This design comes from an exercise in tuning for small area on the open sky130 flow, not from production work.
Only simulation tests tie the RTL to the original design; equivalence was not proved.
No activity file was given, so power comes from the tool's default toggle rates.

==> inputs of build 98 <==
==> flow/design.v <==
module regfile_aoi222 (
    input  logic a1, a2, b1, b2, c1, c2,
    output logic y
);
    assign y = !((a1 && a2) || (b1 && b2) || (c1 && c2));
endmodule
module regfile_nand2 (
    input  logic a, b,
    output logic y
);
    assign y = !(a && b);
endmodule
module regfile_nand4 (
    input  logic a, b, c, d,
    output logic y
);
    assign y = !(a && b && c && d);
endmodule
module regfile_or3 (
    input  logic a, b, c,
    output logic y
);
    assign y = a || b || c;
endmodule
module regfile_rd_bit (
    input  logic [31:0] sel,
    input  logic [31:0] d,
    output logic        y
);
    logic [11:0] t;
    logic [2:0]  u;
    for (genvar k = 0; k < 10; k++) begin : g_aoi
        regfile_aoi222 u_aoi (
            .a1(sel[3*k]),   .a2(d[3*k]),
            .b1(sel[3*k+1]), .b2(d[3*k+1]),
            .c1(sel[3*k+2]), .c2(d[3*k+2]),
            .y(t[k])
        );
    end
    regfile_nand2 u_nd30 (.a(sel[30]), .b(d[30]), .y(t[10]));
    regfile_nand2 u_nd31 (.a(sel[31]), .b(d[31]), .y(t[11]));
    regfile_nand4 u_n0 (.a(t[0]), .b(t[1]), .c(t[2]), .d(t[3]), .y(u[0]));
    regfile_nand4 u_n1 (.a(t[4]), .b(t[5]), .c(t[6]), .d(t[7]), .y(u[1]));
    regfile_nand4 u_n2 (.a(t[8]), .b(t[9]), .c(t[10]), .d(t[11]), .y(u[2]));
    regfile_or3   u_o  (.a(u[0]), .b(u[1]), .c(u[2]), .y(y));
endmodule
module regfile_and2 (
    input  logic a, b,
    output logic y
);
    assign y = a && b;
endmodule
module regfile_wr_pre (
    input  logic [4:0] writereg,
    input  logic       regwrite,
    output logic [3:0] lo,
    output logic [7:0] hi
);
    always_comb begin
        for (int k = 0; k < 4; k++) lo[k] = regwrite && (writereg[1:0] == 2'(k));
        for (int j = 0; j < 8; j++) hi[j] = (writereg[4:2] == 3'(j));
    end
endmodule
module regfile_wr_dec (
    input  logic [4:0]  writereg,
    input  logic        regwrite,
    output logic [31:1] wr_sel
);
    logic [3:0] lo;
    logic [7:0] hi;
    regfile_wr_pre u_pre (.writereg(writereg), .regwrite(regwrite), .lo(lo), .hi(hi));
    for (genvar i = 1; i < 32; i++) begin : g_sel
        regfile_and2 u_and (.a(lo[i % 4]), .b(hi[i / 4]), .y(wr_sel[i]));
    end
endmodule
module regfile_and3 (
    input  logic a, b, c,
    output logic y
);
    assign y = a && b && c;
endmodule
module regfile_rd_hit (
    input  logic       rst_n,
    input  logic       wr_live,
    input  logic [4:0] idx,
    input  logic [4:0] writereg,
    output logic       hit
);
    assign hit = rst_n && wr_live && (writereg == idx);
endmodule
module regfile_rd_pre (
    input  logic [4:0] idx,
    input  logic       hit,
    output logic [3:0] lo,
    output logic [7:0] hi
);
    always_comb begin
        for (int k = 0; k < 4; k++) lo[k] = !hit && (idx[1:0] == 2'(k));
        for (int j = 0; j < 8; j++) hi[j] = (idx[4:2] == 3'(j));
    end
endmodule
module regfile_rd_sel (
    input  logic        rst_n,
    input  logic        wr_live,
    input  logic [4:0]  idx,
    input  logic [4:0]  writereg,
    input  logic [31:1] valid,
    output logic [31:0] sel
);
    logic       hit;
    logic [3:0] lo;
    logic [7:0] hi;
    regfile_rd_hit u_hit (.rst_n(rst_n), .wr_live(wr_live), .idx(idx),
                          .writereg(writereg), .hit(hit));
    regfile_rd_pre u_pre (.idx(idx), .hit(hit), .lo(lo), .hi(hi));
    assign sel[0] = hit;
    for (genvar i = 1; i < 32; i++) begin : g_sel
        regfile_and3 u_and (.a(lo[i % 4]), .b(hi[i / 4]), .c(valid[i]), .y(sel[i]));
    end
endmodule
module regfile_32x32 #(
    parameter int DATA_WIDTH = 32,
    parameter int ADDR_WIDTH = 5,
    parameter int NUM_REGS   = 2**ADDR_WIDTH
) (
    input  logic                  clk,
    input  logic                  rst_n,
    input  logic [ADDR_WIDTH-1:0] readreg1,
    input  logic [ADDR_WIDTH-1:0] readreg2,
    input  logic [ADDR_WIDTH-1:0] writereg,
    input  logic [DATA_WIDTH-1:0] writedata,
    input  logic                  regwrite,
    output logic [DATA_WIDTH-1:0] read_data1,
    output logic [DATA_WIDTH-1:0] read_data2
);
    logic [DATA_WIDTH-1:0] regs  [1:NUM_REGS-1];
    logic [NUM_REGS-1:1]   valid;
    logic [NUM_REGS-1:1]   wr_sel;
    logic                  wr_live;
    assign wr_live = regwrite && (writereg != '0);
    regfile_wr_dec u_wr_dec (.writereg(writereg), .regwrite(regwrite), .wr_sel(wr_sel));
    always_ff @(posedge clk) begin
        for (int i = 1; i < NUM_REGS; i++) begin
            if (wr_sel[i]) regs[i] <= writedata;
        end
    end
    always_ff @(posedge clk or negedge rst_n) begin
        if (!rst_n) begin
            valid <= '0;
        end else begin
            valid <= valid | wr_sel;
        end
    end
    logic [NUM_REGS-1:0] sel1, sel2;
    regfile_rd_sel u_sel1 (.rst_n(rst_n), .idx(readreg1), .writereg(writereg),
                           .wr_live(wr_live), .valid(valid), .sel(sel1));
    regfile_rd_sel u_sel2 (.rst_n(rst_n), .idx(readreg2), .writereg(writereg),
                           .wr_live(wr_live), .valid(valid), .sel(sel2));
    for (genvar b = 0; b < DATA_WIDTH; b++) begin : g_bit
        logic [NUM_REGS-1:0] col;
        always_comb begin
            col[0] = writedata[b];
            for (int i = 1; i < NUM_REGS; i++) col[i] = regs[i][b];
        end
        regfile_rd_bit u_rd1 (.sel(sel1), .d(col), .y(read_data1[b]));
        regfile_rd_bit u_rd2 (.sel(sel2), .d(col), .y(read_data2[b]));
    end
endmodule
==> flow/flow/run.sh <==
#!/bin/bash
# Standard ORFS layout (the standard.sh) with these changes:
#  - port buffers are buf_1, the smallest buffer, rather than ORFS's pick;
#  - before repair_design, drivers of high-fanout nets are upsized
#    (flow/upsize.tcl) so that the nets need no buffer chains;
#  - clock tree synthesis adds no dummy loads and clusters sinks coarsely.
# ORFS writes each step's full log under orfs/logs; make's own output goes to
# standard.log here.
set -euo pipefail
here=$(pwd)
export BUFFER_PORTS_ARGS="-buffer_cell sky130_fd_sc_hd__buf_1"
export PRE_RESIZE_TCL="$here/flow/upsize.tcl"
export CTS_ARGS="-sink_clustering_enable -repair_clock_nets -dont_use_dummy_load -root_buf sky130_fd_sc_hd__clkbuf_16 -buf_list {sky130_fd_sc_hd__clkbuf_8} -sink_clustering_size 16 -sink_clustering_max_diameter 50"
bash standard.sh finish > standard.log 2>&1
==> flow/flow/upsize.tcl <==
# Give every high-fanout net a driver strong enough for its load, so that
# repair_design does not have to split the net with chains of buffers:
# write-enable drivers (and2) go to size 4, other drivers to size 2.
proc my_upsize_drivers { min_fanout } {
  set n 0
  foreach net [get_nets *] {
    set loads [get_pins -of_objects $net -filter "direction==input"]
    if { [llength $loads] < $min_fanout } { continue }
    foreach drv [get_pins -of_objects $net -filter "direction==output"] {
      set inst [get_cells -of_objects $drv]
      set ref [get_property $inst ref_name]
      if { ![regexp {^(sky130_fd_sc_hd__\w+)_(\d+)$} $ref -> base size] } { continue }
      if { [string match "*clkbuf*" $base] || [string match "*df*" $base] } { continue }
      set wants {2}
      if { $base eq "sky130_fd_sc_hd__and2" } { set wants {4 2} }
      foreach want $wants {
        if { $want <= $size } { break }
        set cells [get_lib_cells -quiet */${base}_$want]
        if { [llength $cells] > 0 } {
          replace_cell $inst [lindex $cells 0]
          incr n
          break
        }
      }
    }
  }
  puts "my_upsize_drivers: resized $n drivers"
}
my_upsize_drivers 16
==> flow/standard.sh <==
#!/bin/bash
# synth_recipe.tcl (not shown) runs the flow's synth.tcl, then flattens the netlist and writes it again
# the make line also repeats each setting of config.mk as NAME=value (left out here)
make -C /OpenROAD-flow-scripts/flow DESIGN_CONFIG=/design/flow/config.mk WORK_HOME=/design/flow/orfs CLKGATE_MAP_FILE= SYNTH_SCRIPT=/design/flow/synth_recipe.tcl "${@:-finish}"
==> flow/config.mk <==
export PLATFORM = sky130hd
export DESIGN_NAME = regfile_32x32
export DESIGN_NICKNAME = regfile_32x32
export VERILOG_FILES = /design/flow/design.v
export SDC_FILE = /design/flow/constraint.sdc
export NUM_CORES = 4
export LEC_CHECK = 0
export CAP_MARGIN = 15
export CELL_PAD_IN_SITES_DETAIL_PLACEMENT = 0
export CELL_PAD_IN_SITES_GLOBAL_PLACEMENT = 0
export CORE_MARGIN = 2
export CORE_UTILIZATION = 50
export GPL_TIMING_DRIVEN = 0
export PLACE_DENSITY = 0.6
export SLEW_MARGIN = 15
export SYNTH_HIERARCHICAL = 1
export SYNTH_MINIMUM_KEEP_SIZE = 0
==> flow/constraint.sdc <==
create_clock -name core_clock -period 10.0 [get_ports {clk}]
set_input_delay 2.0000 -clock core_clock [delete_from_list [all_inputs] [get_ports {clk}]]
set_output_delay 2.0000 -clock core_clock [all_outputs]
set_load 0.01 [all_outputs]
==> inputs of build 61, as changes to build 98 <==
==> flow/design.v (replaced) <==
module regfile_aoi222 (
    input  logic a1, a2, b1, b2, c1, c2,
    output logic y
);
    assign y = !((a1 && a2) || (b1 && b2) || (c1 && c2));
endmodule
module regfile_nand2 (
    input  logic a, b,
    output logic y
);
    assign y = !(a && b);
endmodule
module regfile_nand4 (
    input  logic a, b, c, d,
    output logic y
);
    assign y = !(a && b && c && d);
endmodule
module regfile_or3 (
    input  logic a, b, c,
    output logic y
);
    assign y = a || b || c;
endmodule
module regfile_rd_bit (
    input  logic [31:0] sel,
    input  logic [31:0] d,
    output logic        y
);
    logic [11:0] t;
    logic [2:0]  u;
    for (genvar k = 0; k < 10; k++) begin : g_aoi
        regfile_aoi222 u_aoi (
            .a1(sel[3*k]),   .a2(d[3*k]),
            .b1(sel[3*k+1]), .b2(d[3*k+1]),
            .c1(sel[3*k+2]), .c2(d[3*k+2]),
            .y(t[k])
        );
    end
    regfile_nand2 u_nd30 (.a(sel[30]), .b(d[30]), .y(t[10]));
    regfile_nand2 u_nd31 (.a(sel[31]), .b(d[31]), .y(t[11]));
    regfile_nand4 u_n0 (.a(t[0]), .b(t[1]), .c(t[2]), .d(t[3]), .y(u[0]));
    regfile_nand4 u_n1 (.a(t[4]), .b(t[5]), .c(t[6]), .d(t[7]), .y(u[1]));
    regfile_nand4 u_n2 (.a(t[8]), .b(t[9]), .c(t[10]), .d(t[11]), .y(u[2]));
    regfile_or3   u_o  (.a(u[0]), .b(u[1]), .c(u[2]), .y(y));
endmodule
module regfile_32x32 #(
    parameter int DATA_WIDTH = 32,
    parameter int ADDR_WIDTH = 5,
    parameter int NUM_REGS   = 2**ADDR_WIDTH
) (
    input  logic                  clk,
    input  logic                  rst_n,
    input  logic [ADDR_WIDTH-1:0] readreg1,
    input  logic [ADDR_WIDTH-1:0] readreg2,
    input  logic [ADDR_WIDTH-1:0] writereg,
    input  logic [DATA_WIDTH-1:0] writedata,
    input  logic                  regwrite,
    output logic [DATA_WIDTH-1:0] read_data1,
    output logic [DATA_WIDTH-1:0] read_data2
);
    logic [DATA_WIDTH-1:0] regs  [1:NUM_REGS-1];
    logic [NUM_REGS-1:1]   valid;
    logic [NUM_REGS-1:1]   wr_sel;
    always_comb begin
        for (int i = 1; i < NUM_REGS; i++) begin
            wr_sel[i] = regwrite && (writereg == ADDR_WIDTH'(i));
        end
    end
    always_ff @(posedge clk) begin
        for (int i = 1; i < NUM_REGS; i++) begin
            if (wr_sel[i]) regs[i] <= writedata;
        end
    end
    always_ff @(posedge clk or negedge rst_n) begin
        if (!rst_n) begin
            valid <= '0;
        end else begin
            valid <= valid | wr_sel;
        end
    end
    function automatic logic [NUM_REGS-1:0] read_sel(
        input logic [ADDR_WIDTH-1:0] idx
    );
        logic hit;
        hit = rst_n && regwrite && (writereg == idx) && (idx != '0);
        read_sel[0] = hit;
        for (int i = 1; i < NUM_REGS; i++) begin
            read_sel[i] = !hit && valid[i] && (idx == ADDR_WIDTH'(i));
        end
    endfunction
    logic [NUM_REGS-1:0] sel1, sel2;
    always_comb begin
        sel1 = read_sel(readreg1);
        sel2 = read_sel(readreg2);
    end
    for (genvar b = 0; b < DATA_WIDTH; b++) begin : g_bit
        logic [NUM_REGS-1:0] col;
        always_comb begin
            col[0] = writedata[b];
            for (int i = 1; i < NUM_REGS; i++) col[i] = regs[i][b];
        end
        regfile_rd_bit u_rd1 (.sel(sel1), .d(col), .y(read_data1[b]));
        regfile_rd_bit u_rd2 (.sel(sel2), .d(col), .y(read_data2[b]));
    end
endmodule
==> flow/run.sh (new file) <==
#!/bin/bash
# synth_recipe.tcl (not shown) runs the flow's synth.tcl, then flattens the netlist and writes it again
# the make line also repeats each setting of config.mk as NAME=value (left out here)
make -C /OpenROAD-flow-scripts/flow DESIGN_CONFIG=/design/flow/config.mk WORK_HOME=/design/flow/orfs CLKGATE_MAP_FILE= SYNTH_SCRIPT=/design/flow/synth_recipe.tcl finish
CAP_MARGIN = 20   (was 15)
CELL_PAD_IN_SITES_DETAIL_PLACEMENT = 1   (was 0)
CELL_PAD_IN_SITES_GLOBAL_PLACEMENT = 2   (was 0)
CORE_UTILIZATION = 30   (was 50)
GPL_TIMING_DRIVEN = not set   (was 0)
PLACE_DENSITY = 0.4   (was 0.6)
SLEW_MARGIN = 20   (was 15)
removed: flow/flow/run.sh
removed: flow/flow/upsize.tcl
removed: flow/standard.sh
==> summary of the runs <==
Critical path depth: build 61 is lower than build 98 (1).
Final cell count: build 98 is smaller than build 61 (about 23%).
Clock skew is the same in build 61 and build 98.
Hold slack: build 98 is worse than build 61 (0.030 ns).
Die area: build 61 is larger than build 98 (67%).
In build 61 the maximum frequency is smaller than in build 98, by about 2.8%.
In build 98 the register-to-register slack is higher than in build 61, by 0.03 ns.
==> figures <==
| item | build 61 | build 98 |
|---|---|---|
| Layout overhead on the synthesized area | 21.7% | 8.39% |
| Part of the power in the clock network | 44.2% | 29.6% |
| Area of combinational cells with multiple inputs | 10500 um^2 | 9860 um^2 |
| Worst flop-to-flop path startpoint | valid[14] | valid[8] |
| Result of the run | finished clean | finished clean |
| Launch point of the worst hold path | valid[9] | valid[3] |
| Net count after synthesis | 2370 | 2277 |
| Gr usage total | 28.7% | 33.0% |
| Clock network area share | 7.75% | 3.20% |
| Die X-Extent | 372 um | 288 um |
| Number of signal-net inverters in the final layout | 1 | 0 |
| Stage delay of the slowest cell on the critical path | 0.99 ns | 1.10 ns |
| Fraction of synthesized cell area in xor and xnor cells | 0.237% | 0.218% |
| Final routed wirelength across all metal layers | 202 mm | 141 mm |
| Standard-cell row count | 135 | 104 |
| Fraction of area in registers | 61.9% | 70.0% |

what the ideal ports hide:
Ports are ideal in the flow. The routed layouts listed here were re-timed in OpenROAD. Step 1: set_driving_cell puts a clkbuf_16 on clk and a buf_2 on each other input, an assumption about the parent block. Step 2 adds t to the input delays and takes it off the output delays; t is the mean of the earliest and latest rising clock arrival at the registers after step 1. Input paths then give back, and output paths get back, about the clock's delay inside the block. Three values: ideal ports, drivers, drivers and shift; two values: the first two.
run	shift t [ns]	setup WS [ns]	worst register clock-pin slew, ns
build 98	0.669	1.554 / 1.532 / 1.532	0.10 / 0.10
build 61	0.806	1.310 / 1.208 / 1.208	0.06 / 0.06
After both steps setup and hold are still met in every run listed. For build 61, which loses most, drivers alone change the setup slack by -0.102 ns; drivers and shift together by -0.102 ns.
